This design comes from an exercise in tuning for a short achievable clock period and few clock cycles on the open sky130 flow, not from production work.
Function was checked by simulation only, so behaviour that the tests miss may differ from the original.
No activity file was given, so power comes from the tool's default toggle rates.

==> design.v <==
package flashCtrlPkg;
  localparam int hostAddrW  = 7;                          
  localparam int hostDataW  = 16;                         
  localparam int ramAddrW   = 6;                          
  localparam int flashAddrW = 18;                         
  localparam int flashDataW = 32;                         
  localparam logic [flashDataW-1:0] csrProtectNone = 32'hFFFF_FFFF;  
  localparam logic [flashDataW-1:0] csrUnprotCfm1  = 32'hFBFF_FFFF;  
  localparam logic [flashDataW-1:0] csrEraseCfm1   = 32'hFBCF_FFFF;  
  localparam logic [flashDataW-1:0] csrUnprotCfm2  = 32'hFDFF_FFFF;  
  localparam logic [flashDataW-1:0] csrEraseCfm2   = 32'hFDBF_FFFF;  
  localparam logic [flashDataW-1:0] csrUnprotBoth  = 32'hF9FF_FFFF;  
  localparam int statusBusyLsb    = 0;                    
  localparam int statusWriteOkBit = 3;                    
  localparam int statusEraseOkBit = 4;                    
  typedef enum logic [3:0] {
    sIdle,                                                
    wUnprot,                                              
    wFirst,                                               
    wHold,                                                
    wArm,                                                 
    wArmLast,                                             
    e1Unprot, e1Erase, e1Arm,                             
    e2Unprot, e2Erase, e2Arm                              
  } seqState;
endpackage
`timescale 1ns/1ps
module flashStageRam
(
  input  logic                  Clock,
  input  logic                  arstN,
  input  logic [flashCtrlPkg::hostAddrW-1:0]  FlashMemWrAddress,     
  input  logic [flashCtrlPkg::hostDataW-1:0]  FlashMemWrData,        
  input  logic                  FlashMemWrEn,          
  input  logic [flashCtrlPkg::ramAddrW-1:0]   ramRdAddr,             
  output logic [flashCtrlPkg::flashDataW-1:0] ramRdData,             
  output logic [flashCtrlPkg::flashDataW-1:0] ramWord0               
);
  logic [flashCtrlPkg::hostDataW-1:0]  upperHalf;                    
  logic                  ramWe;                        
  logic [flashCtrlPkg::flashDataW-1:0] ram [0:(1 << flashCtrlPkg::ramAddrW)-1];    
  always_ff @(posedge Clock or negedge arstN)
  begin
    if (!arstN)
      upperHalf <= '0;
    else if (FlashMemWrEn)
      upperHalf <= FlashMemWrData;
  end
  assign ramWe = FlashMemWrEn & FlashMemWrAddress[0];  
  always_ff @(posedge Clock)
  begin
    if (ramWe)
      ram[FlashMemWrAddress[flashCtrlPkg::hostAddrW-1:1]] <= {upperHalf, FlashMemWrData};
  end
  logic [flashCtrlPkg::flashDataW-1:0] groupWord [0:7];
  logic [2:0]                          groupSel;
  always_ff @(posedge Clock)
  begin
    for (int g = 0; g < 8; g++)
      groupWord[g] <= ram[{g[2:0], ramRdAddr[2:0]}];
    groupSel  <= ramRdAddr[5:3];
    ramRdData <= groupWord[groupSel];
  end
  assign ramWord0 = ram[0];
endmodule
`timescale 1ns/1ps
module flashWriteCursor
(
  input  logic                  Clock,
  input  logic                  arstN,
  input  logic                  writePrep,             
  input  logic                  writeDone,             
  input  logic [flashCtrlPkg::ramAddrW-1:0]   FlashOpLen,            
  output logic [flashCtrlPkg::ramAddrW-1:0]   ramRdAddr,             
  output logic                  lastWord               
);
  logic [flashCtrlPkg::ramAddrW-1:0] wordsLeft;        
  always_ff @(posedge Clock or negedge arstN)
  begin
    if (!arstN)
    begin
      ramRdAddr <= flashCtrlPkg::ramAddrW'(1);
      wordsLeft <= '0;
    end
    else if (writePrep)
    begin
      ramRdAddr <= flashCtrlPkg::ramAddrW'(1);         
      wordsLeft <= (FlashOpLen == '0) ? '0 : FlashOpLen - 1'b1;
    end
    else if (writeDone)
    begin
      ramRdAddr <= ramRdAddr + 1'b1;
      wordsLeft <= wordsLeft - 1'b1;
    end
  end
  assign lastWord = (wordsLeft == '0);
endmodule
`timescale 1ns/1ps
module flashSequencer
(
  input  logic                  Clock,
  input  logic                  arstN,
  input  logic                  FlashOpUnlock,         
  input  logic                  FlashOpWr,             
  input  logic                  FlashOpEr,             
  input  logic [flashCtrlPkg::flashAddrW-1:0] FlashOpAddr,           
  output logic                  FlashCmdAck,           
  output logic                  FlashBusy,             
  output logic                  FlashError,            
  input  logic [flashCtrlPkg::flashDataW-1:0] ramRdData,             
  input  logic [flashCtrlPkg::flashDataW-1:0] ramWord0,              
  input  logic                  lastWord,              
  output logic                  writePrep,             
  output logic                  writeDone,             
  output logic                  csrAddr,               
  output logic                  csrRead,
  output logic [flashCtrlPkg::flashDataW-1:0] csrWriteData,
  output logic                  csrWrite,
  input  logic [flashCtrlPkg::flashDataW-1:0] csrReadData,           
  output logic [flashCtrlPkg::flashAddrW-1:0] dataAddr,
  output logic [flashCtrlPkg::flashDataW-1:0] dataWriteData,
  output logic                  dataWrite,
  input  logic                  dataWaitReq            
);
  flashCtrlPkg::seqState state, stateNext;
  logic                  rdValid;                      
  logic                  knownIdle;                    
  logic                  statusIdle;                   
  logic                  go;                           
  logic                  accept;                       
  logic                  dataHold;                     
  logic                  dataArmed;                    
  logic                  ctrlArmed;                    
  logic                  dataStart;                    
  logic                  ctrlStart;                    
  logic                  lastProtect;                  
  logic                  csrReadReg;                   
  logic                  csrWriteReg;                  
  logic                  csrReadNext;
  logic                  csrWriteNext;
  logic [flashCtrlPkg::flashDataW-1:0] csrWriteDataNext;
  assign statusIdle  = (csrReadData[flashCtrlPkg::statusBusyLsb +: 2] == 2'b00);
  assign go          = rdValid && statusIdle;
  assign accept      = (state == flashCtrlPkg::sIdle) && FlashOpUnlock && (FlashOpWr || FlashOpEr) &&
                       (knownIdle || go);
  assign dataStart   = dataArmed && statusIdle;
  assign ctrlStart   = ctrlArmed && statusIdle;
  assign lastProtect = ((state == flashCtrlPkg::wArmLast) || (state == flashCtrlPkg::e2Arm)) && go;
  assign writePrep   = (state == flashCtrlPkg::sIdle);
  assign writeDone   = (state == flashCtrlPkg::wHold) && !dataWaitReq;
  assign dataWrite   = dataHold || dataStart;
  assign csrWrite    = csrWriteReg || ctrlStart;
  assign csrAddr     = csrWriteReg || ctrlStart;
  assign csrRead     = csrReadReg && !ctrlStart;
  always_comb
  begin
    stateNext = state;
    case (state)
      flashCtrlPkg::sIdle     :
        if (accept)
          stateNext = FlashOpWr ? flashCtrlPkg::wUnprot : flashCtrlPkg::e1Unprot;   
      flashCtrlPkg::wUnprot   : stateNext = flashCtrlPkg::wFirst;
      flashCtrlPkg::wFirst    : stateNext = flashCtrlPkg::wHold;
      flashCtrlPkg::wHold     :
        if (!dataWaitReq)
          stateNext = lastWord ? flashCtrlPkg::wArmLast : flashCtrlPkg::wArm;
      flashCtrlPkg::wArm      : if (go) stateNext = flashCtrlPkg::wHold;
      flashCtrlPkg::wArmLast  : if (go) stateNext = flashCtrlPkg::sIdle;         
      flashCtrlPkg::e1Unprot  : stateNext = flashCtrlPkg::e1Erase;
      flashCtrlPkg::e1Erase   : stateNext = flashCtrlPkg::e1Arm;
      flashCtrlPkg::e1Arm     : if (go) stateNext = flashCtrlPkg::e2Unprot;      
      flashCtrlPkg::e2Unprot  : stateNext = flashCtrlPkg::e2Erase;
      flashCtrlPkg::e2Erase   : stateNext = flashCtrlPkg::e2Arm;
      flashCtrlPkg::e2Arm     : if (go) stateNext = flashCtrlPkg::sIdle;         
      default                 : stateNext = flashCtrlPkg::sIdle;
    endcase
  end
  always_comb
  begin
    csrWriteNext     = 1'b0;
    csrReadNext      = 1'b1;                           
    csrWriteDataNext = flashCtrlPkg::csrProtectNone;   
    case (stateNext)
      flashCtrlPkg::sIdle :
        csrReadNext = !(knownIdle || go);              
      flashCtrlPkg::wUnprot :
      begin
        csrWriteNext     = 1'b1;
        csrReadNext      = 1'b0;
        csrWriteDataNext = flashCtrlPkg::csrUnprotBoth;
      end
      flashCtrlPkg::wFirst :
        csrReadNext = 1'b0;                            
      flashCtrlPkg::e1Unprot :
      begin
        csrWriteNext     = 1'b1;
        csrReadNext      = 1'b0;
        csrWriteDataNext = flashCtrlPkg::csrUnprotCfm1;
      end
      flashCtrlPkg::e1Erase :
      begin
        csrWriteNext     = 1'b1;
        csrReadNext      = 1'b0;
        csrWriteDataNext = flashCtrlPkg::csrEraseCfm1;
      end
      flashCtrlPkg::e2Unprot :
      begin
        csrWriteNext     = 1'b1;
        csrReadNext      = 1'b0;
        csrWriteDataNext = flashCtrlPkg::csrUnprotCfm2;
      end
      flashCtrlPkg::e2Erase :
      begin
        csrWriteNext     = 1'b1;
        csrReadNext      = 1'b0;
        csrWriteDataNext = flashCtrlPkg::csrEraseCfm2;
      end
      default : ;
    endcase
  end
  always_ff @(posedge Clock or negedge arstN)
  begin
    if (!arstN)
    begin
      state       <= flashCtrlPkg::sIdle;
      rdValid     <= 1'b0;
      knownIdle   <= 1'b0;
      dataHold    <= 1'b0;
      dataArmed   <= 1'b0;
      ctrlArmed   <= 1'b0;
      csrReadReg  <= 1'b0;
      csrWriteReg <= 1'b0;
      FlashCmdAck <= 1'b0;
      FlashBusy   <= 1'b0;
      FlashError  <= 1'b0;
    end
    else
    begin
      state       <= stateNext;
      rdValid     <= csrRead && !dataStart;            
      if ((state == flashCtrlPkg::sIdle) && go)
        knownIdle <= 1'b1;
      dataHold    <= (stateNext == flashCtrlPkg::wFirst) || (stateNext == flashCtrlPkg::wHold);
      dataArmed   <= (stateNext == flashCtrlPkg::wArm) && csrRead;
      ctrlArmed   <= ((stateNext == flashCtrlPkg::wArmLast) || (stateNext == flashCtrlPkg::e1Arm) ||
                      (stateNext == flashCtrlPkg::e2Arm)) && csrRead;
      csrReadReg  <= csrReadNext;
      csrWriteReg <= csrWriteNext;
      FlashCmdAck <= accept;
      if (accept)
        FlashBusy <= 1'b1;
      else if (lastProtect)
        FlashBusy <= 1'b0;                             
      if (accept)
        FlashError <= 1'b0;                            
      else if (go && ((state == flashCtrlPkg::wArm) || (state == flashCtrlPkg::wArmLast)) &&
               !csrReadData[flashCtrlPkg::statusWriteOkBit])
        FlashError <= 1'b1;
      else if (go && ((state == flashCtrlPkg::e1Arm) || (state == flashCtrlPkg::e2Arm)) &&
               !csrReadData[flashCtrlPkg::statusEraseOkBit])
        FlashError <= 1'b1;
    end
  end
  always_ff @(posedge Clock)
  begin
    csrWriteData <= csrWriteDataNext;
    if (state == flashCtrlPkg::sIdle)
      dataAddr <= FlashOpAddr;                         
    else if (writeDone)
      dataAddr <= dataAddr + 1'b1;
    if ((state == flashCtrlPkg::sIdle) || (state == flashCtrlPkg::wUnprot))
      dataWriteData <= ramWord0;
    else if (writeDone)
      dataWriteData <= ramRdData;
  end
endmodule
`timescale 1ns/1ps
module flashUpdateCtrl
(
  input  logic                  Clock,
  input  logic                  arstN,
  input  logic [flashCtrlPkg::hostAddrW-1:0]  FlashMemWrAddress,
  input  logic [flashCtrlPkg::hostDataW-1:0]  FlashMemWrData,
  input  logic                  FlashMemWrEn,
  input  logic [flashCtrlPkg::flashAddrW-1:0] FlashOpAddr,
  input  logic [flashCtrlPkg::ramAddrW-1:0]   FlashOpLen,
  input  logic                  FlashOpUnlock,
  input  logic                  FlashOpWr,
  input  logic                  FlashOpEr,
  output logic                  FlashCmdAck,
  output logic                  FlashBusy,
  output logic                  FlashError,
  output logic                  csrAddr,
  output logic                  csrRead,
  output logic [flashCtrlPkg::flashDataW-1:0] csrWriteData,
  output logic                  csrWrite,
  input  logic [flashCtrlPkg::flashDataW-1:0] csrReadData,
  output logic [flashCtrlPkg::flashAddrW-1:0] dataAddr,
  output logic [flashCtrlPkg::flashDataW-1:0] dataWriteData,
  output logic                  dataWrite,
  input  logic                  dataWaitReq
);
  logic [flashCtrlPkg::ramAddrW-1:0]   ramRdAddr;                    
  logic [flashCtrlPkg::flashDataW-1:0] ramRdData;                    
  logic [flashCtrlPkg::flashDataW-1:0] ramWord0;
  logic                  lastWord;                     
  logic                  writePrep;                    
  logic                  writeDone;
  flashStageRam flashStageRam_i (
    .Clock             (Clock),
    .arstN             (arstN),
    .FlashMemWrAddress (FlashMemWrAddress),
    .FlashMemWrData    (FlashMemWrData),
    .FlashMemWrEn      (FlashMemWrEn),
    .ramRdAddr         (ramRdAddr),
    .ramRdData         (ramRdData),
    .ramWord0          (ramWord0)
  );
  flashWriteCursor flashWriteCursor_i (
    .Clock       (Clock),
    .arstN       (arstN),
    .writePrep   (writePrep),
    .writeDone   (writeDone),
    .FlashOpLen  (FlashOpLen),
    .ramRdAddr   (ramRdAddr),
    .lastWord    (lastWord)
  );
  flashSequencer flashSequencer_i (
    .Clock         (Clock),
    .arstN         (arstN),
    .FlashOpUnlock (FlashOpUnlock),
    .FlashOpWr     (FlashOpWr),
    .FlashOpEr     (FlashOpEr),
    .FlashOpAddr   (FlashOpAddr),
    .FlashCmdAck   (FlashCmdAck),
    .FlashBusy     (FlashBusy),
    .FlashError    (FlashError),
    .ramRdData     (ramRdData),
    .ramWord0      (ramWord0),
    .lastWord      (lastWord),
    .writePrep     (writePrep),
    .writeDone     (writeDone),
    .csrAddr       (csrAddr),
    .csrRead       (csrRead),
    .csrWriteData  (csrWriteData),
    .csrWrite      (csrWrite),
    .csrReadData   (csrReadData),
    .dataAddr      (dataAddr),
    .dataWriteData (dataWriteData),
    .dataWrite     (dataWrite),
    .dataWaitReq   (dataWaitReq)
  );
endmodule
==> flow/run.sh <==
#!/bin/bash
# Standard layout, with every port buffered by a plain buffer cell instead of the
# default pick (a delay cell), which then sits on each input-to-output path.
set -o pipefail
cp standard.sh standard_copy.txt
export BUFFER_PORTS_ARGS="-buffer_cell sky130_fd_sc_hd__buf_4"
bash standard.sh > standard.log 2>&1
==> standard.sh <==
#!/bin/bash
# synth_recipe.tcl (not shown) runs the flow's synth.tcl, then flattens the netlist and writes it again
# the make line also repeats each setting of config.mk as NAME=value (left out here)
make -C /OpenROAD-flow-scripts/flow DESIGN_CONFIG=/design/flow/config.mk WORK_HOME=/design/flow/orfs CLKGATE_MAP_FILE= SYNTH_SCRIPT=/design/flow/synth_recipe.tcl "${@:-finish}"
==> config.mk <==
export PLATFORM = sky130hd
export DESIGN_NAME = flashUpdateCtrl
export DESIGN_NICKNAME = flashUpdateCtrl
export VERILOG_FILES = /design/flow/design.v
export SDC_FILE = /design/flow/constraint.sdc
export NUM_CORES = 4
export LEC_CHECK = 0
export ABC_CLOCK_PERIOD_IN_PS = 2000
export CAP_MARGIN = 20
export CORE_MARGIN = 2
export CORE_UTILIZATION = 55
export SETUP_SLACK_MARGIN = 2.3
export SLEW_MARGIN = 20
==> constraint.sdc <==
create_clock -name core_clock -period 4.5 [get_ports {Clock}]
set_input_delay 0.9000 -clock core_clock [delete_from_list [all_inputs] [get_ports {Clock}]]
set_output_delay 0.9000 -clock core_clock [all_outputs]
set_load 0.01 [all_outputs]
==> results of run 1 <==
[layer usage]
layer	GRT usage [%]	vias up	share of wire (%)
met1	39.3	22700	42
met2	42.8	1563	48
li1	-	17500	-
met5	0.661	-	0.095
met4	6.52	10	2.1
met3	6.24	283	8.0
[Yosys cell counts (13+ instances only)]
cell type  instances
dfrtp_1           41
edfxtp_1        2098
xor2_1            13
nand2_1           88
buf_1             13
dfxtp_1          295
clkbuf_1         103
a21oi_1           19
mux2i_1           20
mux4_2           548
o21ai_0           35
buf_4             30
buf_2             74
xnor2_1           16
nand3_1           19
mux2_2           319
inv_1             18
nor2_1            94
[metrics by stage]
step	util (%)	cell area, um2	instances	total power, W
after floorplan	-	90500	4013	0.0352
after global placement	58.2	94400	6234	0.0389
after detailed placement	58.2	94400	6234	0.0389
after CTS	65.0	105000	6837	0.0612
after global routing	65.9	107000	6907	0.0639
final	65.9	107000	6908	0.0618
[worst max-delay path, stage by stage, from the launching register on]
cell and delay (ps):
dfrtp_1 390, a21bo_4 220, inv_2 60, buf_6 90
[cells by family after synthesis]
| family | count (synthesis) | share of synthesized area [%] |
|---|---|---|
| flip-flops | 2435 | 78.0 |
| multiplexers | 887 | 18.0 |
| AND/OR/NAND/NOR | 265 | 1.39 |
| buffers and inverters | 239 | 1.23 |
| AO/OA/AOI/OAI | 125 | 0.960 |
| XOR/XNOR | 29 | 0.283 |
| adder cells (fa/ha/maj) | 6 | 0.0837 |
| other | 1 | 0.00418 |
[state kept, by name, indices dropped and copies added (netlist names)]
signal,flops
flashSequencer_i.dataArmed,1
flashStageRam_i.upperHalf,16
flashStageRam_i.ramRdData,32
flashSequencer_i.csrReadReg,1
flashSequencer_i.FlashCmdAck,1
flashSequencer_i.csrWriteData,4
flashSequencer_i.knownIdle,1
flashSequencer_i.FlashBusy,1
flashSequencer_i.rdValid,1
flashStageRam_i.groupSel,3
flashStageRam_i.ram,2048
flashSequencer_i.ctrlArmed,1
flashStageRam_i.groupWord,256
flashSequencer_i.dataAddr,18
flashSequencer_i.state,4
flashSequencer_i.dataWriteData,32
flashSequencer_i.dataHold,1
flashSequencer_i.csrWriteReg,1
flashSequencer_i.FlashError,1
flashWriteCursor_i.ramRdAddr,6
flashWriteCursor_i.wordsLeft,6
[where the power goes]
| group | switching (W) | internal (W) | total (W) |
|---|---|---|---|
| Combinational | 0.00637 | 0.00808 | 0.0144 |
| Clock | 0.00820 | 0.0112 | 0.0194 |
| Sequential | 0.00132 | 0.0266 | 0.0280 |
[area by class of cell]
type	count	area [um2]
antenna	4	10.0
clock buffer	356	6910
clock inverter	86	783
fill	10600	55300
inverter	19	71.3
multi-input combinational	1340	19900
sequential	2435	70000
tap	2175	2720
timing repair buffer	493	6500
[how the worst max path moves through the flow]
| stage | startpoint | endpoint | cells after the start |
|---|---|---|---|
| detailed placement | FlashMemWrEn | flashStageRam_i.ram[22][10]$_DFFE_PP_ | 6 |
| CTS | flashSequencer_i.ctrlArmed$_DFF_PN0_ | csrRead | 3 |
| finish | flashSequencer_i.ctrlArmed$_DFF_PN0_ | csrRead | 3 |
| global route | flashSequencer_i.ctrlArmed$_DFF_PN0_ | csrRead | 3 |
| floorplan | FlashMemWrAddress[5] | flashStageRam_i.ram[40][0]$_DFFE_PP_ | 3 |
| global placement | FlashMemWrEn | flashStageRam_i.ram[22][18]$_DFFE_PP_ | 6 |
[what timing repair did]
action                                  4_1_cts  5_1_grt
cloned                                       46       19
endpoints found under the setup margin      786      725
setup buffers                               115       48
pin swaps                                    13        7
resized for setup                           233      175
==> results.sh, run 1 <==
export IMPL_setup_ws_ps=2000
export IMPL_drv_cap=0
export IMPL_ys_seq_area_share_pct=78.0
export IMPL_dpl_worst_slack_ps=1180
export IMPL_die_x_um=408
export IMPL_ctsRootBufferMaster="clkbuf_16"
export IMPL_fin_setup_tns_ps=0
export IMPL_hold_class="primary input to asynchronous set/reset pin"
export IMPL_firstDrtPassIters=5
export IMPL_cts_path_max_buffers=3
export IMPL_initial_utilization_pct=55.3
export IMPL_dp_hpwl_um=118000
export IMPL_relSlewSlack_pct=25.2
export IMPL_max_freq_ghz=0.400
export IMPL_path_max_fanout=2
export IMPL_path_class="flip-flop to output port"
export IMPL_fin_crit_sh_pct=55.5
export IMPL_ff2ff_path_depth=9
export IMPL_grt_pass1_vias=42200
export IMPL_async_flop_share_pct=1.72
export IMPL_final_common_cell="edfxtp_1"
export IMPL_cp_arrival_ps=1600
export IMPL_grt_pass1_wl_um=316000
export IMPL_setup_viol=0
export IMPL_ys_flop_type="edfxtp_1"
export IMPL_grt_max_degree=90
export IMPL_yosys_warnings=4
export IMPL_post_route_min_period_ps=2500
export IMPL_clock_latency_ps=860
export IMPL_place_gp_congestion=0.772
export IMPL_fp_dieH_um=408
export IMPL_drc=0
export IMPL_hold_buffers=0
export IMPL_synthTopCellsByArea="edfxtp_1 70%, mux4_2 14%, dfxtp_1 6.6%, mux2_2 4.0%, dfrtp_1 1.1%"
export IMPL_ys_ff_latch=2435
export IMPL_coreArea_um2=162000
export IMPL_timing_hold_ws_ps=71.0
export IMPL_num_rows=148
export IMPL_tightest_slew_ps=1120
export IMPL_wl_um=226000
export IMPL_port_buffers=119
export IMPL_ant_nets=0
export IMPL_via_count=42100
export IMPL_dieArea_um2=166000
export IMPL_r2r_end="flashStageRam_i.groupWord[1][11]$_DFF_P_"
export IMPL_cts_clk_slew_worst_paths_ps=60
export IMPL_crit_required_ps=3600
export IMPL_cp_start_kind="flip-flop"
export IMPL_ir_drop_uv=424
export IMPL_drive_above_1_share_pct=39.2
export IMPL_gr_total_overflow=0
export IMPL_cts_sinks=2435
export IMPL_fin_nets=4614
export IMPL_drtIter0Drc=4927
export IMPL_rsz0062_at_grt="true"
export IMPL_syn_inst=3987
export IMPL_area_growth_pct=19.3
export IMPL_ios=175
export IMPL_tritoncts="yes"
export IMPL_critPathCaptureType="output port"
export IMPL_status="complete, no violations"
export IMPL_grt_use_total_pct=27.2
export IMPL_synth_edf_count=2098
export IMPL_finClkSkew_ps=25.8
export IMPL_yosysTopAreaCell="edfxtp_1"
export IMPL_rr_startpoint="flashWriteCursor_i.ramRdAddr[0]$_DFFE_PN1P_"
export IMPL_antenna_found_initial=23
export IMPL_ys_types=71
export IMPL_reg2reg_slack_ps=2130
export IMPL_synth_area_um2=89600
export IMPL_power_density_nw_per_um2=578
export IMPL_hold_viol=0
export IMPL_power_leakage_nw=35.2
export IMPL_avgSynthCellArea_um2=22.5
export IMPL_vias_per_cell=6.10
export IMPL_synth_top_cell_area_share_pct=70.3
export IMPL_final_cell_mix="2,098 x edfxtp_1, 548 x mux4_2, 290 x dfxtp_1"
export IMPL_wl_per_cell_um=32.8
export IMPL_maxSlewViolCount=0
export IMPL_htree_levels=4
export IMPL_numCtsBuffers=233
Testbench counts, summed over its fixed seeds: cycles 26,255.
==> run 2, diff against run 1 <==
==> run.sh (new file) <==
#!/bin/bash
# synth_recipe.tcl (not shown) runs the flow's synth.tcl, then flattens the netlist and writes it again
# the make line also repeats each setting of config.mk as NAME=value (left out here)
make -C /OpenROAD-flow-scripts/flow DESIGN_CONFIG=/design/flow/config.mk WORK_HOME=/design/flow/orfs CLKGATE_MAP_FILE= SYNTH_SCRIPT=/design/flow/synth_recipe.tcl finish
removed: flow/run.sh
removed: standard.sh
==> results.sh, run 2 <==
export IMPL_status="complete, no violations"
export IMPL_final_common_cell="edfxtp_1"
export IMPL_coreArea_um2=162000
export IMPL_ant_nets=0
export IMPL_cts_clk_slew_worst_paths_ps=60
export IMPL_hold_buffers=0
export IMPL_ios=175
export IMPL_post_route_min_period_ps=2490
export IMPL_setup_viol=0
export IMPL_num_rows=148
export IMPL_ys_types=71
export IMPL_maxSlewViolCount=0
export IMPL_cts_path_max_buffers=3
export IMPL_relSlewSlack_pct=21.9
export IMPL_max_freq_ghz=0.402
export IMPL_yosys_warnings=4
export IMPL_stdcell_area_um2=107000
export IMPL_synthTopCellsByArea="edfxtp_1 70%, mux4_2 14%, dfxtp_1 6.6%, mux2_2 4.0%, dfrtp_1 1.1%"
export IMPL_setup_ws_ps=2010
export IMPL_power_leakage_nw=34.9
export IMPL_grt_pass1_wl_um=317000
export IMPL_cts_sinks=2435
export IMPL_crit_required_ps=3600
export IMPL_drv_cap=0
export IMPL_grt_max_degree=90
export IMPL_async_flop_share_pct=1.72
export IMPL_synth_top_cell_area_share_pct=70.3
export IMPL_firstDrtPassIters=5
export IMPL_dpl_worst_slack_ps=891
export IMPL_fin_nets=4581
export IMPL_wl_um=225000
export IMPL_tritoncts="yes"
export IMPL_dpl_cell_area_um2=94700
export IMPL_cp_arrival_ps=1590
export IMPL_yosysMostFrequentCell="edfxtp_1"
export IMPL_ys_ff_latch=2435
export IMPL_via_count=42200
export IMPL_path_max_fanout=2
export IMPL_clock_latency_ps=860
export IMPL_grt_use_total_pct=27.1
export IMPL_drc=0
export IMPL_fin_setup_tns_ps=0
export IMPL_hold_class="primary input to asynchronous set/reset pin"
export IMPL_ctsRootBufferMaster="clkbuf_16"
export IMPL_place_gp_congestion=0.777
export IMPL_timing_hold_ws_ps=144
export IMPL_final_cell_mix="2,098 x edfxtp_1, 548 x mux4_2, 289 x dfxtp_1"
export IMPL_drtIter0Drc=4808
export IMPL_antenna_found_initial=24
export IMPL_ir_drop_uv=430
export IMPL_syn_inst=3987
export IMPL_dieArea_um2=166000
export IMPL_avgSynthCellArea_um2=22.5
export IMPL_port_buffers=119
export IMPL_finClkSkew_ps=19.9
export IMPL_fin_crit_sh_pct=55.3
export IMPL_wl_per_cell_um=32.8
export IMPL_finalNonFillerCells=6880
export IMPL_drive_above_1_share_pct=37.5
export IMPL_largest_register_ffs=2048
export IMPL_critPathCaptureType="output port"
export IMPL_power_density_nw_per_um2=574
export IMPL_vias_per_cell=6.14
export IMPL_ys_seq_area_share_pct=78.0
export IMPL_place_inst=6227
export IMPL_die_x_um=408
export IMPL_path_class="flip-flop to output port"
export IMPL_gr_total_overflow=0
export IMPL_area_growth_pct=19.1
export IMPL_synth_area_um2=89600
export IMPL_hold_viol=0
export IMPL_fp_dieH_um=408
export IMPL_yosysTopAreaCell="edfxtp_1"
export IMPL_initial_utilization_pct=55.3
export IMPL_grt_pass1_vias=41800
export IMPL_tightest_slew_ps=1170
export IMPL_dp_hpwl_um=118000
export IMPL_numCtsBuffers=234
export IMPL_rsz0062_at_grt="true"
export IMPL_fill_cells=10600
export IMPL_synth_commonest_cells="2,098 x edfxtp_1, 548 x mux4_2, 319 x mux2_2"
export IMPL_synth_edf_count=2098
export IMPL_ys_flop_type="edfxtp_1"
export IMPL_cp_start_kind="flip-flop"
export IMPL_htree_levels=4
==> run 2: path summary, 6_finish.rpt <==
check / end / from / cells after the start / slack (ps)
worst max-delay path: csrRead / flashSequencer_i.ctrlArmed$_DFF_PN0_ / 3 / 2010
max in group asynchronous: flashStageRam_i.upperHalf[1]$_DFFE_PN0P_ / arstN / 2 / 3760
worst min register to register: flashStageRam_i.groupSel[2]$_DFF_P_ / flashWriteCursor_i.ramRdAddr[5]$_DFFE_PN0P_ / 0 / 400
worst max register to register: flashStageRam_i.groupWord[2][27]$_DFF_P_ / flashWriteCursor_i.ramRdAddr[0]$_DFFE_PN1P_ / 7 / 2170
worst min-delay path: flashSequencer_i.FlashError$_DFFE_PN0P_ / arstN / 2 / 140
min in group core_clock: flashStageRam_i.groupSel[2]$_DFF_P_ / flashWriteCursor_i.ramRdAddr[5]$_DFFE_PN0P_ / 0 / 400
==> run 2: kinds of logic (layout without fill, tap and decap cells) <==
family          after synthesis  count (layout)  share of synthesized area, %
compound gates              125             125                         0.960
other cells                   1              33                       0.00418
xor+xnor                     29              29                         0.283
buf+inv                     239             924                          1.23
fa+ha+maj                     6               6                        0.0837
mux                         887             887                          18.0
flops                      2435            2435                          78.0
simple gates                265             266                          1.39
==> run 2: worst max-delay path, cell delays in order, from the launching register on <==
cell,delay (ps)
dfrtp_1,380
a21bo_4,220
inv_2,50
buf_6,90
==> run 2: metal layers <==
metal	GRT usage, %	share of wire [%]	vias to the layer above
met2	42.8	48	1543
li1	-	-	17500
met1	41.2	43	22900
met3	3.61	6.5	303
met5	0	0	-
met4	5.51	2.0	0
==> run 2: report_power, final <==
group / switching [W] / internal (W)
Sequential: 0.00125 / 0.0266
Clock: 0.00818 / 0.0111
Combinational: 0.00643 / 0.00770
==> run 2: through the flow <==
| stage | total power (W) | utilization (%) |
|---|---|---|
| after floorplan | 0.0352 | - |
| after global placement | 0.0391 | 58.4 |
| after detailed placement | 0.0391 | 58.4 |
| after CTS | 0.0608 | 65.1 |
| after global routing | 0.0633 | 65.8 |
| final | 0.0613 | 65.8 |
==> run 2: timing repair <==
action,4_1_cts,5_1_grt
setup buffers,102,27
gates resized for setup,534,121
endpoints found under the setup margin,2398,1224
gates cloned,54,18
pin swaps,20,6
endpoints found under the hold margin,0,0
==> run 2: layout make-up <==
type | count | area, um2 | share of cell area (%)
Sequential cell | 2435 | 70000 | 65.6
Multi-Input combinational cell | 1340 | 19900 | 18.6
Clock buffer | 359 | 6840 | 6.40
Timing Repair Buffer | 459 | 6420 | 6.02
Tap cell | 2175 | 2720 | 2.55
Clock inverter | 87 | 769 | 0.721
Inverter | 19 | 71.3 | 0.0668
Antenna cell | 6 | 15.0 | 0.0141
==> run 3, diff against run 2 <==
--- a/design.v
+++ b/design.v
@@ -38,6 +38,8 @@
 );
   logic [flashCtrlPkg::hostDataW-1:0]  upperHalf;                    
   logic                  ramWe;                        
+  logic [flashCtrlPkg::ramAddrW-1:0]   ramWrAddr;                    
+  logic [flashCtrlPkg::flashDataW-1:0] ramWrData;                    
   logic [flashCtrlPkg::flashDataW-1:0] ram [0:(1 << flashCtrlPkg::ramAddrW)-1];    
   always_ff @(posedge Clock or negedge arstN)
   begin
@@ -46,19 +48,29 @@
     else if (FlashMemWrEn)
       upperHalf <= FlashMemWrData;
   end
-  assign ramWe = FlashMemWrEn & FlashMemWrAddress[0];  
+  always_ff @(posedge Clock)
+  begin
+    ramWe     <= FlashMemWrEn & FlashMemWrAddress[0];    
+    ramWrAddr <= FlashMemWrAddress[flashCtrlPkg::hostAddrW-1:1];
+    ramWrData <= {upperHalf, FlashMemWrData};
+  end
   always_ff @(posedge Clock)
   begin
     if (ramWe)
-      ram[FlashMemWrAddress[flashCtrlPkg::hostAddrW-1:1]] <= {upperHalf, FlashMemWrData};
+      ram[ramWrAddr] <= ramWrData;
   end
-  logic [flashCtrlPkg::flashDataW-1:0] groupWord [0:7];
-  logic [2:0]                          groupSel;
+  logic [flashCtrlPkg::flashDataW-1:0] quadWord [0:15];
+  logic [flashCtrlPkg::flashDataW-1:0] groupWord [0:3];
+  logic [3:0]                          quadSel;
+  logic [1:0]                          groupSel;
   always_ff @(posedge Clock)
   begin
-    for (int g = 0; g < 8; g++)
-      groupWord[g] <= ram[{g[2:0], ramRdAddr[2:0]}];
-    groupSel  <= ramRdAddr[5:3];
+    for (int q = 0; q < 16; q++)
+      quadWord[q] <= ram[{q[3:0], ramRdAddr[1:0]}];
+    quadSel  <= ramRdAddr[5:2];
+    for (int g = 0; g < 4; g++)
+      groupWord[g] <= quadWord[{g[1:0], quadSel[1:0]}];
+    groupSel  <= quadSel[3:2];
     ramRdData <= groupWord[groupSel];
   end
   assign ramWord0 = ram[0];
@@ -261,17 +273,21 @@
         FlashError <= 1'b1;
     end
   end
+  logic [flashCtrlPkg::flashAddrW-1:0] nextAddr;       
+  logic [flashCtrlPkg::flashDataW-1:0] nextData;       
   always_ff @(posedge Clock)
   begin
     csrWriteData <= csrWriteDataNext;
     if (state == flashCtrlPkg::sIdle)
-      dataAddr <= FlashOpAddr;                         
+      nextAddr <= FlashOpAddr;                         
     else if (writeDone)
-      dataAddr <= dataAddr + 1'b1;
+      nextAddr <= nextAddr + 1'b1;
     if ((state == flashCtrlPkg::sIdle) || (state == flashCtrlPkg::wUnprot))
-      dataWriteData <= ramWord0;
+      nextData <= ramWord0;
     else if (writeDone)
-      dataWriteData <= ramRdData;
+      nextData <= ramRdData;
+    dataAddr      <= nextAddr;
+    dataWriteData <= (state == flashCtrlPkg::wUnprot) ? ramWord0 : nextData;
   end
 endmodule
 `timescale 1ns/1ps
==> results.sh, run 3 <==
export IMPL_reg2reg_slack_ps=2320
export IMPL_relSlewSlack_pct=34.3
export IMPL_ios=175
export IMPL_ys_types=65
export IMPL_largest_register_ffs=2048
export IMPL_via_count=43800
export IMPL_firstDrtPassIters=7
export IMPL_drc=0
export IMPL_async_flop_share_pct=1.44
export IMPL_path_max_fanout=4
export IMPL_fin_nets=4823
export IMPL_numCtsBuffers=302
export IMPL_die_x_um=427
export IMPL_wl_per_cell_um=31.8
export IMPL_register_area_um2=79600
export IMPL_fill_cells=11700
export IMPL_cp_arrival_ps=1600
export IMPL_drive_above_1_share_pct=34.0
export IMPL_critPathMaxStageDelay_ps=240
export IMPL_cts_sinks=2911
export IMPL_path_class="primary input to output port"
export IMPL_ys_flop_type="edfxtp_1"
export IMPL_hold_viol=0
export IMPL_critPathCaptureType="output port"
export IMPL_status="complete, no violations"
export IMPL_synth_area_um2=98400
export IMPL_path_delay_family="buffers and inverters"
export IMPL_tritoncts="yes"
export IMPL_rsz0062_at_grt="true"
export IMPL_ant_nets=0
export IMPL_synth_edf_count=2098
export IMPL_grt_max_degree=77
export IMPL_area_growth_pct=16.6
export IMPL_fp_dieH_um=427
export IMPL_power_density_nw_per_um2=609
export IMPL_max_freq_ghz=0.400
export IMPL_dp_hpwl_um=131000
export IMPL_ir_drop_uv=385
export IMPL_power_leakage_nw=37.9
export IMPL_ys_seq_area_share_pct=80.8
export IMPL_critical_path_buf_inv_count=3
export IMPL_cp_depth=6
export IMPL_vias_per_cell=5.98
export IMPL_drtIter0Drc=4543
export IMPL_ctsRootBufferMaster="clkbuf_16"
export IMPL_cp_start_kind="primary input"
export IMPL_post_route_min_period_ps=2500
export IMPL_crit_required_ps=3600
export IMPL_avgSynthCellArea_um2=23.5
export IMPL_hold_depth=0
export IMPL_setup_viol=0
export IMPL_cp_slowest_cell="clkdlybuf4s15_2"
export IMPL_coreArea_um2=178000
export IMPL_wl_um=233000
export IMPL_cp_cell_sequence="clkdlybuf4s15_2 > nor2_4 > nand2_2 > nand2_2 > inv_2 > buf_6"
export IMPL_finClkSkew_ps=31.7
export IMPL_grt_pass1_wl_um=328000
export IMPL_final_common_cell="edfxtp_1"
export IMPL_num_rows=155
export IMPL_hold_class="flip-flop to flip-flop"
export IMPL_ys_ff_latch=2911
export IMPL_synth_commonest_cells="2,098 x edfxtp_1, 771 x dfxtp_1, 672 x mux4_2"
export IMPL_initial_utilization_pct=55.3
export IMPL_cts_clk_slew_worst_paths_ps=60
export IMPL_fin_util_pct=64.4
export IMPL_crit_path_frequent_cell="nand2_2"
export IMPL_fin_setup_tns_ps=0
export IMPL_dieArea_um2=182000
export IMPL_htree_levels=5
export IMPL_maxSlewViolCount=0
export IMPL_yosysTopAreaCell="edfxtp_1"
export IMPL_antenna_found_initial=24
export IMPL_yosysMostFrequentCell="edfxtp_1"
export IMPL_tightest_slew_ps=985
export IMPL_fin_crit_sh_pct=55.5
export IMPL_synthTopCellsByArea="edfxtp_1 64%, dfxtp_1 16%, mux4_2 15%, dfrtp_1 1.0%, mux2_2 0.90%"
export IMPL_synth_top_cell_area_share_pct=64.0
export IMPL_ff2ff_path_depth=3
export IMPL_grt_use_total_pct=26.0
export IMPL_drv_cap=0
export IMPL_gr_total_overflow=0
export IMPL_final_cell_mix="2,098 x edfxtp_1, 704 x dfxtp_1, 672 x mux4_2"
export IMPL_cts_path_max_buffers=4
export IMPL_grt_pass1_vias=44200
export IMPL_syn_inst=4193
export IMPL_clock_latency_ps=920
export IMPL_yosys_warnings=5
export IMPL_multi_input_area_um2=18700
export IMPL_port_buffers=119
export IMPL_place_gp_congestion=0.812
## run 3: cell count changes after synthesis, sizes merged, moves of 7 or more
cell	previous run	this run
dfxtp	295	771
mux2	319	82
mux4	548	672
nand2	88	51
clkbuf	103	72
mux2i	20	1
buf	117	132
o21ai	39	24
a21oi	19	8
nor2	94	84
o221ai	10	2
and3	7	0
inv	19	12
## run 3: layout make-up
class / instances / area share (%)
Antenna cell: 9 / 0.0196
Inverter: 12 / 0.0393
Multi-Input combinational cell: 1097 / 16.3
Timing Repair Buffer: 407 / 3.43
Sequential cell: 2911 / 69.4
Clock buffer: 435 / 7.42
Tap cell: 2355 / 2.57
Clock inverter: 99 / 0.874
## run 3: what timing repair did
action | 4_1_cts | 5_1_grt
gates resized for setup | 367 | 39
buffers inserted | 120 | 8
pin swaps | 50 | 1
setup endpoints to repair | 2656 | 862
hold buffers | 1 | 0
hold endpoints to repair | 17 | 0
gates cloned | 5 | 0
## run 3: routing by layer
| layer | share of wire [%] | global-route usage [%] | routed length (um) | vias up |
|---|---|---|---|---|
| met3 | 7.2 | 4.25 | 16800 | 319 |
| met1 | 42 | 37.9 | 97200 | 23700 |
| met5 | 0.0086 | 0 | 20 | - |
| met4 | 2.7 | 8.10 | 6390 | 2 |
| li1 | - | - | - | 18200 |
| met2 | 48 | 40.9 | 112000 | 1588 |
## run 3: worst paths after layout
check                                                             to                          startpoint
min in group asynchronous         flashSequencer_i.rdValid$_DFF_PN0_                               arstN
hold / removal                   flashStageRam_i.groupSel[0]$_DFF_P_  flashStageRam_i.quadSel[2]$_DFF_P_
setup reg to reg                flashStageRam_i.ram[0][15]$_DFFE_PP_       flashStageRam_i.ramWe$_DFF_P_
setup / recovery                                             csrRead                      csrReadData[1]
max in group asynchronous  flashStageRam_i.upperHalf[13]$_DFFE_PN0P_                               arstN
hold reg to reg                  flashStageRam_i.groupSel[0]$_DFF_P_  flashStageRam_i.quadSel[2]$_DFF_P_
## run 3: cells by family after synthesis
kind of cell	synth area share (%)
AOI/OAI and AO/OA	0.396
xor gates and xnor gates	0.240
adders and majority gates	0.0763
and+or+nand+nor	1.08
other	0.00381
DFF	80.8
muxes	16.3
buffers and inverters	1.06
## run 3: metrics by stage
step	hold slack, ps	power (W)	instance area, um2	std cells	setup slack (ps)
final	310	0.0698	115000	7325	2000
after global routing	325	0.0723	115000	7317	1920
after CTS	321	0.0704	114000	7308	1960
after detailed placement	317	0.0463	104000	6648	1230
after global placement	314	0.0462	104000	6647	1210
after floorplan	310	0.0413	98700	4219	1810
## run 3: report_power, final
| group | switching, W | internal, W | leakage (nW) |
|---|---|---|---|
| Sequential | 0.00244 | 0.0324 | 25.9 |
| Clock | 0.00974 | 0.0143 | 4.64 |
| Combinational | 0.00520 | 0.00578 | 7.35 |
Testbench counts of run 3, summed over its fixed seeds: cycles 26,255.
==> run 4, diff against run 3 <==
--- a/design.v
+++ b/design.v
@@ -146,7 +146,7 @@
   logic                  dataStart;                    
   logic                  ctrlStart;                    
   logic                  lastProtect;                  
-  logic                  csrReadReg;                   
+  logic                  csrReadOnly;                  
   logic                  csrWriteReg;                  
   logic                  csrReadNext;
   logic                  csrWriteNext;
@@ -163,7 +163,7 @@
   assign dataWrite   = dataHold || dataStart;
   assign csrWrite    = csrWriteReg || ctrlStart;
   assign csrAddr     = csrWriteReg || ctrlStart;
-  assign csrRead     = csrReadReg && !ctrlStart;
+  assign csrRead     = csrReadOnly || (ctrlArmed && !statusIdle);    
   always_comb
   begin
     stateNext = state;
@@ -240,7 +240,7 @@
       dataHold    <= 1'b0;
       dataArmed   <= 1'b0;
       ctrlArmed   <= 1'b0;
-      csrReadReg  <= 1'b0;
+      csrReadOnly <= 1'b0;
       csrWriteReg <= 1'b0;
       FlashCmdAck <= 1'b0;
       FlashBusy   <= 1'b0;
@@ -256,7 +256,8 @@
       dataArmed   <= (stateNext == flashCtrlPkg::wArm) && csrRead;
       ctrlArmed   <= ((stateNext == flashCtrlPkg::wArmLast) || (stateNext == flashCtrlPkg::e1Arm) ||
                       (stateNext == flashCtrlPkg::e2Arm)) && csrRead;
-      csrReadReg  <= csrReadNext;
+      csrReadOnly <= csrReadNext && !(((stateNext == flashCtrlPkg::wArmLast) || (stateNext == flashCtrlPkg::e1Arm) ||
+                                       (stateNext == flashCtrlPkg::e2Arm)) && csrRead);    
       csrWriteReg <= csrWriteNext;
       FlashCmdAck <= accept;
       if (accept)
==> flow/run.sh (new file) <==
#!/bin/bash
# Standard layout, with every port buffered by a plain buffer cell instead of the
# default pick (a delay cell), which then sits on each input-to-output path.
set -o pipefail
cp standard.sh standard_copy.txt
export BUFFER_PORTS_ARGS="-buffer_cell sky130_fd_sc_hd__buf_4"
bash standard.sh > standard.log 2>&1
==> standard.sh (new file) <==
#!/bin/bash
# synth_recipe.tcl (not shown) runs the flow's synth.tcl, then flattens the netlist and writes it again
# the make line also repeats each setting of config.mk as NAME=value (left out here)
make -C /OpenROAD-flow-scripts/flow DESIGN_CONFIG=/design/flow/config.mk WORK_HOME=/design/flow/orfs CLKGATE_MAP_FILE= SYNTH_SCRIPT=/design/flow/synth_recipe.tcl "${@:-finish}"
removed: run.sh
==> results.sh, run 4 <==
export IMPL_tightest_slew_ps=917
export IMPL_clock_latency_ps=910
export IMPL_critPathCaptureType="output port"
export IMPL_drv_cap=0
export IMPL_fin_setup_tns_ps=0
export IMPL_ant_nets=0
export IMPL_setup_ws_ps=1940
export IMPL_ctsRootBufferMaster="clkbuf_16"
export IMPL_cp_arrival_ps=1660
export IMPL_ys_types=62
export IMPL_timing_hold_ws_ps=107
export IMPL_place_inst=6645
export IMPL_synthTopCellsByArea="edfxtp_1 64%, dfxtp_1 16%, mux4_2 15%, dfrtp_1 1.0%, mux2_2 0.90%"
export IMPL_synth_edf_count=2098
export IMPL_yosysMostFrequentCell="edfxtp_1"
export IMPL_avgSynthCellArea_um2=23.4
export IMPL_drc=0
export IMPL_rsz0062_at_grt="true"
export IMPL_yosysTopAreaCell="edfxtp_1"
export IMPL_cts_path_max_buffers=4
export IMPL_fin_crit_sh_pct=56.9
export IMPL_dp_hpwl_um=125000
export IMPL_reg2reg_slack_ps=2320
export IMPL_crit_required_ps=3600
export IMPL_grt_pass1_wl_um=328000
export IMPL_finClkSkew_ps=32.8
export IMPL_firstDrtPassIters=5
export IMPL_path_class="flip-flop to output port"
export IMPL_area_growth_pct=16.5
export IMPL_num_rows=155
export IMPL_vias_per_cell=6.00
export IMPL_hold_depth=1
export IMPL_path_max_fanout=2
export IMPL_ff2ff_path_depth=6
export IMPL_grt_pass1_vias=44000
export IMPL_p_sw_share_pct=24.4
export IMPL_yosys_warnings=5
export IMPL_final_common_cell="edfxtp_1"
export IMPL_max_freq_ghz=0.391
export IMPL_ys_flop_type="edfxtp_1"
export IMPL_ys_ff_latch=2911
export IMPL_gr_total_overflow=0
export IMPL_die_x_um=427
export IMPL_pwr_share_comb_pct=13.9
export IMPL_status="complete, no violations"
export IMPL_relSlewSlack_pct=38.9
export IMPL_post_route_min_period_ps=2560
export IMPL_power_share_clock_pct=35.2
export IMPL_p_int_w=0.0509
export IMPL_place_gp_congestion=0.781
export IMPL_initial_utilization_pct=55.2
export IMPL_synth_area_um2=98400
export IMPL_final_cell_mix="2,098 x edfxtp_1, 677 x dfxtp_1, 672 x mux4_2"
export IMPL_cts_clk_slew_worst_paths_ps=60
export IMPL_ys_seq_area_share_pct=80.8
export IMPL_cts_sinks=2911
export IMPL_wl_um=232000
export IMPL_p_sw_w=0.0164
export IMPL_dieArea_um2=182000
export IMPL_worstHoldEndpoint="flashStageRam_i.ramWrData[12]$_DFF_P_"
export IMPL_p_seq_share_pct=50.9
export IMPL_maxSlewViolCount=0
export IMPL_synth_top_cell_area_share_pct=64.1
export IMPL_finalNonFillerCells=7313
export IMPL_numCtsBuffers=300
export IMPL_coreArea_um2=178000
export IMPL_port_buffers=119
export IMPL_ios=175
export IMPL_hold_path_startpoint="FlashMemWrData[12]"
export IMPL_drive_above_1_share_pct=35.1
export IMPL_syn_inst=4203
export IMPL_grt_max_degree=74
export IMPL_wl_per_cell_um=31.7
export IMPL_synth_commonest_cells="2,098 x edfxtp_1, 771 x dfxtp_1, 672 x mux4_2"
export IMPL_power_leakage_nw=37.8
export IMPL_grt_use_total_pct=25.9
export IMPL_ir_drop_uv=464
export IMPL_power_density_nw_per_um2=587
export IMPL_hold_class="primary input to flip-flop"
export IMPL_via_count=43900
export IMPL_dpl_worst_slack_ps=1090
export IMPL_drtIter0Drc=5157
export IMPL_fp_dieH_um=427
export IMPL_hold_viol=0
export IMPL_setup_viol=0
export IMPL_tritoncts="yes"
export IMPL_antenna_found_initial=23
export IMPL_cp_start_kind="flip-flop"
export IMPL_largest_register_ffs=2048
export IMPL_async_flop_share_pct=1.44
export IMPL_fin_nets=4798
export IMPL_r2r_end="flashStageRam_i.ram[7][0]$_DFFE_PP_"
export IMPL_rr_startpoint="flashStageRam_i.ramWrAddr[2]$_DFF_P_"
export IMPL_htree_levels=5
run 4: power by group through the flow:
stage	registers (W)	clock network [W]	logic [W]
after floorplan	0.0336	0	0.00580
after global placement	0.0348	0	0.00869
after detailed placement	0.0348	0	0.00876
after CTS	0.0343	0.0241	0.00931
after global routing	0.0345	0.0252	0.00993
final	0.0343	0.0237	0.00933
run 4: worst max-delay path: stages, from the launching register on:
cell and delay, ps:
dfrtp_1 370, nor2b_4 130, nor2_4 90, inv_1 60, buf_6 110
run 4: worst max path at each step:
stage                                               from                              endpoint  cells after the start
global placement    flashStageRam_i.ramWrAddr[0]$_DFF_P_   flashStageRam_i.ram[7][5]$_DFFE_PP_                      3
finish              flashSequencer_i.ctrlArmed$_DFF_PN0_                               csrRead                      4
floorplan                  flashStageRam_i.ramWe$_DFF_P_  flashStageRam_i.ram[24][0]$_DFFE_PP_                      3
detailed placement  flashStageRam_i.ramWrAddr[0]$_DFF_P_   flashStageRam_i.ram[7][5]$_DFFE_PP_                      3
CTS                 flashSequencer_i.ctrlArmed$_DFF_PN0_                               csrRead                      4
global route        flashSequencer_i.ctrlArmed$_DFF_PN0_                               csrRead                      4
run 4: layout make-up:
cell class                      instances  area (um2)
Antenna cell                           24        60.1
Clock buffer                          446        8670
Clock inverter                         84         712
Fill cell                           11800       63500
Inverter                               10        41.3
Multi-Input combinational cell       1112       18700
Sequential cell                      2911       79700
Tap cell                             2355        2950
Timing Repair Buffer                  370        3780
Timing Repair inverter                  1        7.51
run 4: kinds of logic (layout without fill, tap and decap cells):
| logic type | Yosys count | count (layout) | share of synthesized area, % |
|---|---|---|---|
| simple gates | 222 | 231 | 1.10 |
| xor+xnor | 25 | 25 | 0.223 |
| other cells | 1 | 51 | 0.00381 |
| flops | 2911 | 2911 | 80.8 |
| mux | 753 | 753 | 16.3 |
| fa+ha+maj | 6 | 6 | 0.0763 |
| buf+inv | 216 | 911 | 1.04 |
| compound gates | 69 | 70 | 0.419 |
run 4: timing repair:
action | 4_1_cts | 5_1_grt
resized for setup | 198 | 45
endpoints found under the hold margin | 19 | 0
hold buffers | 1 | 0
pin swaps | 39 | 4
buffers inserted | 86 | 14
endpoints found under the setup margin | 2540 | 1056
gates cloned | 10 | 3
run 4: per-stage QoR:
| stage | total power (W) | util [%] | area, um2 |
|---|---|---|---|
| 2_1_floorplan | 0.0394 | - | 98700 |
| 3_3_place_gp | 0.0435 | 58.0 | 103000 |
| 3_5_place_dp | 0.0436 | 58.0 | 103000 |
| 4_1_cts | 0.0677 | 64.2 | 114000 |
| 5_1_grt | 0.0696 | 64.4 | 115000 |
| 6_report | 0.0673 | 64.4 | 115000 |
run 4: metal layers:
metal  track usage, %  share of wire [%]  up-vias
met5                0              0.020        -
met4             7.09                2.4        6
met3             3.78                6.4      315
met2             41.2                 49     1521
met1             38.2                 42    23900
li1                 -                  -    18200
Testbench counts of run 4, summed over its fixed seeds: cycles 26,255.
==> run 5, diff against run 4 <==
--- a/design.v
+++ b/design.v
@@ -20,8 +20,9 @@
     wHold,                                                
     wArm,                                                 
     wArmLast,                                             
-    e1Unprot, e1Erase, e1Arm,                             
-    e2Unprot, e2Erase, e2Arm                              
+    e1Unprot, e1Erase, e1Arm, e1Protect,
+    e2Unprot, e2Erase, e2Arm,
+    sProtect
   } seqState;
 endpackage
 `timescale 1ns/1ps
@@ -142,12 +143,8 @@
   logic                  accept;                       
   logic                  dataHold;                     
   logic                  dataArmed;                    
-  logic                  ctrlArmed;                    
   logic                  dataStart;                    
-  logic                  ctrlStart;                    
   logic                  lastProtect;                  
-  logic                  csrReadOnly;                  
-  logic                  csrWriteReg;                  
   logic                  csrReadNext;
   logic                  csrWriteNext;
   logic [flashCtrlPkg::flashDataW-1:0] csrWriteDataNext;
@@ -156,14 +153,10 @@
   assign accept      = (state == flashCtrlPkg::sIdle) && FlashOpUnlock && (FlashOpWr || FlashOpEr) &&
                        (knownIdle || go);
   assign dataStart   = dataArmed && statusIdle;
-  assign ctrlStart   = ctrlArmed && statusIdle;
-  assign lastProtect = ((state == flashCtrlPkg::wArmLast) || (state == flashCtrlPkg::e2Arm)) && go;
+  assign lastProtect = (state == flashCtrlPkg::sProtect);
   assign writePrep   = (state == flashCtrlPkg::sIdle);
   assign writeDone   = (state == flashCtrlPkg::wHold) && !dataWaitReq;
   assign dataWrite   = dataHold || dataStart;
-  assign csrWrite    = csrWriteReg || ctrlStart;
-  assign csrAddr     = csrWriteReg || ctrlStart;
-  assign csrRead     = csrReadOnly || (ctrlArmed && !statusIdle);    
   always_comb
   begin
     stateNext = state;
@@ -177,13 +170,15 @@
         if (!dataWaitReq)
           stateNext = lastWord ? flashCtrlPkg::wArmLast : flashCtrlPkg::wArm;
       flashCtrlPkg::wArm      : if (go) stateNext = flashCtrlPkg::wHold;
-      flashCtrlPkg::wArmLast  : if (go) stateNext = flashCtrlPkg::sIdle;         
+      flashCtrlPkg::wArmLast  : if (go) stateNext = flashCtrlPkg::sProtect;
       flashCtrlPkg::e1Unprot  : stateNext = flashCtrlPkg::e1Erase;
       flashCtrlPkg::e1Erase   : stateNext = flashCtrlPkg::e1Arm;
-      flashCtrlPkg::e1Arm     : if (go) stateNext = flashCtrlPkg::e2Unprot;      
+      flashCtrlPkg::e1Arm     : if (go) stateNext = flashCtrlPkg::e1Protect;
+      flashCtrlPkg::e1Protect : stateNext = flashCtrlPkg::e2Unprot;
       flashCtrlPkg::e2Unprot  : stateNext = flashCtrlPkg::e2Erase;
       flashCtrlPkg::e2Erase   : stateNext = flashCtrlPkg::e2Arm;
-      flashCtrlPkg::e2Arm     : if (go) stateNext = flashCtrlPkg::sIdle;         
+      flashCtrlPkg::e2Arm     : if (go) stateNext = flashCtrlPkg::sProtect;
+      flashCtrlPkg::sProtect  : stateNext = flashCtrlPkg::sIdle;
       default                 : stateNext = flashCtrlPkg::sIdle;
     endcase
   end
@@ -227,6 +222,11 @@
         csrReadNext      = 1'b0;
         csrWriteDataNext = flashCtrlPkg::csrEraseCfm2;
       end
+      flashCtrlPkg::e1Protect, flashCtrlPkg::sProtect :
+      begin
+        csrWriteNext     = 1'b1;
+        csrReadNext      = 1'b0;
+      end
       default : ;
     endcase
   end
@@ -239,9 +239,9 @@
       knownIdle   <= 1'b0;
       dataHold    <= 1'b0;
       dataArmed   <= 1'b0;
-      ctrlArmed   <= 1'b0;
-      csrReadOnly <= 1'b0;
-      csrWriteReg <= 1'b0;
+      csrRead     <= 1'b0;
+      csrWrite    <= 1'b0;
+      csrAddr     <= 1'b0;
       FlashCmdAck <= 1'b0;
       FlashBusy   <= 1'b0;
       FlashError  <= 1'b0;
@@ -254,11 +254,9 @@
         knownIdle <= 1'b1;
       dataHold    <= (stateNext == flashCtrlPkg::wFirst) || (stateNext == flashCtrlPkg::wHold);
       dataArmed   <= (stateNext == flashCtrlPkg::wArm) && csrRead;
-      ctrlArmed   <= ((stateNext == flashCtrlPkg::wArmLast) || (stateNext == flashCtrlPkg::e1Arm) ||
-                      (stateNext == flashCtrlPkg::e2Arm)) && csrRead;
-      csrReadOnly <= csrReadNext && !(((stateNext == flashCtrlPkg::wArmLast) || (stateNext == flashCtrlPkg::e1Arm) ||
-                                       (stateNext == flashCtrlPkg::e2Arm)) && csrRead);    
-      csrWriteReg <= csrWriteNext;
+      csrRead     <= csrReadNext;
+      csrWrite    <= csrWriteNext;
+      csrAddr     <= csrWriteNext;
       FlashCmdAck <= accept;
       if (accept)
         FlashBusy <= 1'b1;
==> results.sh, run 5 <==
export IMPL_relSlewSlack_pct=36.7
export IMPL_p_sw_share_pct=24.9
export IMPL_drtIter0Drc=4316
export IMPL_grt_max_degree=83
export IMPL_cts_sinks=2910
export IMPL_ys_seq_area_share_pct=80.8
export IMPL_status="complete, no violations"
export IMPL_routed_top_layer="met5"
export IMPL_cp_slowest_cell="dfrtp_1"
export IMPL_post_route_min_period_ps=2480
export IMPL_critPathMaxStageDelay_ps=380
export IMPL_ff2ff_path_depth=4
export IMPL_ant_nets=0
export IMPL_path_class="flip-flop to output port"
export IMPL_ctsRootBufferMaster="clkbuf_16"
export IMPL_path_max_fanout=2
export IMPL_p_sw_w=0.0172
export IMPL_htree_levels=5
export IMPL_drt_met1_wl_um=94900
export IMPL_dr_wl_met3_um=17200
export IMPL_power_density_nw_per_um2=602
export IMPL_p_int_w=0.0518
export IMPL_ios=175
export IMPL_vias_per_cell=5.96
export IMPL_syn_inst=4191
export IMPL_wl_per_cell_um=32.1
export IMPL_ys_flop_type="edfxtp_1"
export IMPL_hold_class="primary input to asynchronous set/reset pin"
export IMPL_pwr_share_comb_pct=15.5
export IMPL_via_count=43500
export IMPL_area_growth_pct=16.5
export IMPL_drv_cap=0
export IMPL_synth_edf_count=2098
export IMPL_dieArea_um2=182000
export IMPL_finClkSkew_ps=66.3
export IMPL_firstDrtPassIters=5
export IMPL_num_rows=155
export IMPL_hold_buffers=0
export IMPL_multi_input_area_um2=18600
export IMPL_synth_commonest_cells="2,098 x edfxtp_1, 771 x dfxtp_1, 672 x mux4_2"
export IMPL_ir_drop_uv=393
export IMPL_max_freq_ghz=0.403
export IMPL_grt_pass1_vias=43800
export IMPL_fin_setup_tns_ps=0
export IMPL_tritoncts="yes"
export IMPL_finalNonFillerCells=7296
export IMPL_ys_ff_latch=2910
export IMPL_initial_utilization_pct=55.2
export IMPL_fp_dieH_um=427
export IMPL_port_buffers=119
export IMPL_place_gp_congestion=0.773
export IMPL_ys_types=68
export IMPL_tightest_slew_ps=949
export IMPL_largest_register_ffs=2048
export IMPL_antenna_found_initial=28
export IMPL_drive_above_1_share_pct=35.2
export IMPL_wl_um=234000
export IMPL_wl_met2_um=113000
export IMPL_yosysTopAreaCell="edfxtp_1"
export IMPL_p_seq_share_pct=50.3
export IMPL_synthTopCellsByArea="edfxtp_1 64%, dfxtp_1 16%, mux4_2 15%, dfrtp_1 1.0%, mux2_2 0.90%"
export IMPL_synth_top_cell_area_share_pct=64.1
export IMPL_coreArea_um2=178000
export IMPL_fin_crit_sh_pct=55.1
export IMPL_yosysMostFrequentCell="edfxtp_1"
export IMPL_drc=0
export IMPL_clock_latency_ps=950
export IMPL_dp_hpwl_um=128000
export IMPL_synth_area_um2=98300
export IMPL_fin_nets=4798
export IMPL_power_share_clock_pct=34.2
export IMPL_register_area_um2=79600
export IMPL_final_common_cell="edfxtp_1"
export IMPL_grt_use_total_pct=26.1
export IMPL_rsz0062_at_grt="true"
export IMPL_total_power_w=0.0690
export IMPL_final_cell_mix="2,098 x edfxtp_1, 679 x dfxtp_1, 672 x mux4_2"
export IMPL_gr_total_overflow=0
export IMPL_async_flop_share_pct=1.41
export IMPL_cp_cell_sequence="a21o_1 > buf_4"
export IMPL_avgSynthCellArea_um2=23.5
export IMPL_power_leakage_nw=37.9
export IMPL_numCtsBuffers=301
export IMPL_cts_path_max_buffers=4
export IMPL_fill_cells=11800
export IMPL_cp_arrival_ps=1580
export IMPL_setup_viol=0
export IMPL_crit_required_ps=3600
export IMPL_cp_start_kind="flip-flop"
export IMPL_fin_util_pct=64.3
export IMPL_hold_viol=0
export IMPL_yosys_warnings=5
export IMPL_maxSlewViolCount=0
export IMPL_critPathCaptureType="output port"
export IMPL_cts_clk_slew_worst_paths_ps=60
export IMPL_place_inst=6626
export IMPL_die_x_um=427
export IMPL_grt_pass1_wl_um=327000
-- run 5: worst paths after layout --
path                                                      start                                           to  slack, ps
setup / recovery           flashSequencer_i.dataArmed$_DFF_PN0_                                    dataWrite       2020
max in group asynchronous                                 arstN  flashWriteCursor_i.ramRdAddr[1]$_DFFE_PN0P_       3840
setup reg to reg           flashStageRam_i.ramWrAddr[4]$_DFF_P_         flashStageRam_i.ram[23][1]$_DFFE_PP_       2330
hold / removal                                            arstN           flashSequencer_i.csrAddr$_DFF_PN0_         70
min in group core_clock                      FlashMemWrData[10]        flashStageRam_i.ramWrData[10]$_DFF_P_         90
hold reg to reg              flashStageRam_i.quadSel[2]$_DFF_P_          flashStageRam_i.groupSel[0]$_DFF_P_        330
-- run 5: worst max-delay path, delay by kind of cell, from the launching register on --
family                 cells  cell delay [ps]
flip-flops                 1              380
buffers and inverters      1              140
AO/OA/AOI/OAI              1              160
-- run 5: logic make-up after synthesis --
kind of cell / count (synthesis) / share of synthesized area, %
XOR/XNOR: 26 / 0.232
adder cells (fa/ha/maj): 6 / 0.0763
AND/OR/NAND/NOR: 212 / 1.04
buffers and inverters: 218 / 1.06
other: 1 / 0.00381
flip-flops: 2910 / 80.8
multiplexers: 753 / 16.3
AO/OA/AOI/OAI: 65 / 0.456
-- run 5: metrics by stage --
stage	cell area [um2]	worst slack (ps)	hold WS, ps
4_1_cts	114000	1960	35.4
3_3_place_gp	103000	1450	314
3_5_place_dp	103000	1420	312
5_1_grt	115000	1970	58.0
6_report	115000	2020	71.9
2_1_floorplan	98700	1830	310
-- run 5: repair_timing --
action                                   CTS  global route
pin swaps                                 35             3
resized for setup                        173            52
gates cloned                               4             2
endpoints found under the setup margin  2657          1070
setup buffers                            101            25
-- run 5: area by class of cell --
type                       instances  share of cell area (%)
clock inverter                    72                   0.537
sequential                      2910                    69.5
tap                             2355                    2.57
multi-input combinational       1093                    16.2
antenna                            8                  0.0175
clock buffer                     458                    7.59
inverter                          11                  0.0360
timing repair buffer             389                    3.51
-- run 5: power groups by stage --
stage	clock [W]	combinational, W	sequential [W]
after detailed placement	0	0.0102	0.0353
after global placement	0	0.0101	0.0353
final	0.0236	0.0107	0.0347
after floorplan	0	0.00692	0.0338
after CTS	0.0240	0.0107	0.0348
after global routing	0.0250	0.0113	0.0349
-- run 5: routing by layer --
| layer | up-vias | track usage (%) |
|---|---|---|
| met5 | - | 0 |
| met4 | 14 | 9.83 |
| met3 | 413 | 5.47 |
| met2 | 1490 | 41.5 |
| met1 | 23400 | 36.2 |
| li1 | 18100 | - |
Testbench counts of run 5, summed over its fixed seeds: cycles 26,375.

port drivers added, routing unchanged:
In the flow no input, the clock included, has a driving cell. The finished layouts below were timed again as built, in two steps.
Step 1 assumes that a clkbuf_16 drives the clock port and a buf_2 every other input.
Step 2, shift: input delay + t, output delay - t, t = (earliest + latest rising clock arrival at the registers) / 2. This alone moves slack from input paths to output paths.
a / b / c = ideal / step 1 / step 2; a / b = the first two.
run	shift t [ns]	setup WS [ns]	worst slew at a driven data input, ns	cell pins on the clock port's net
run 1	0.930	2.002 / 1.920 / 1.362	0.20	1
run 2	0.936	2.010 / 1.920 / 1.332	0.17	1
run 3	0.998	2.003 / 1.927 / 1.604	0.05	1
run 4	0.996	1.940 / 1.849 / 1.797	0.04	1
run 5	0.998	2.020 / 1.939 / 2.056	0.04	1
After both steps every run listed still meets setup and hold. The setup slack of run 2, which loses most, moves by -0.090 ns with the drivers and by -0.678 ns with both steps.
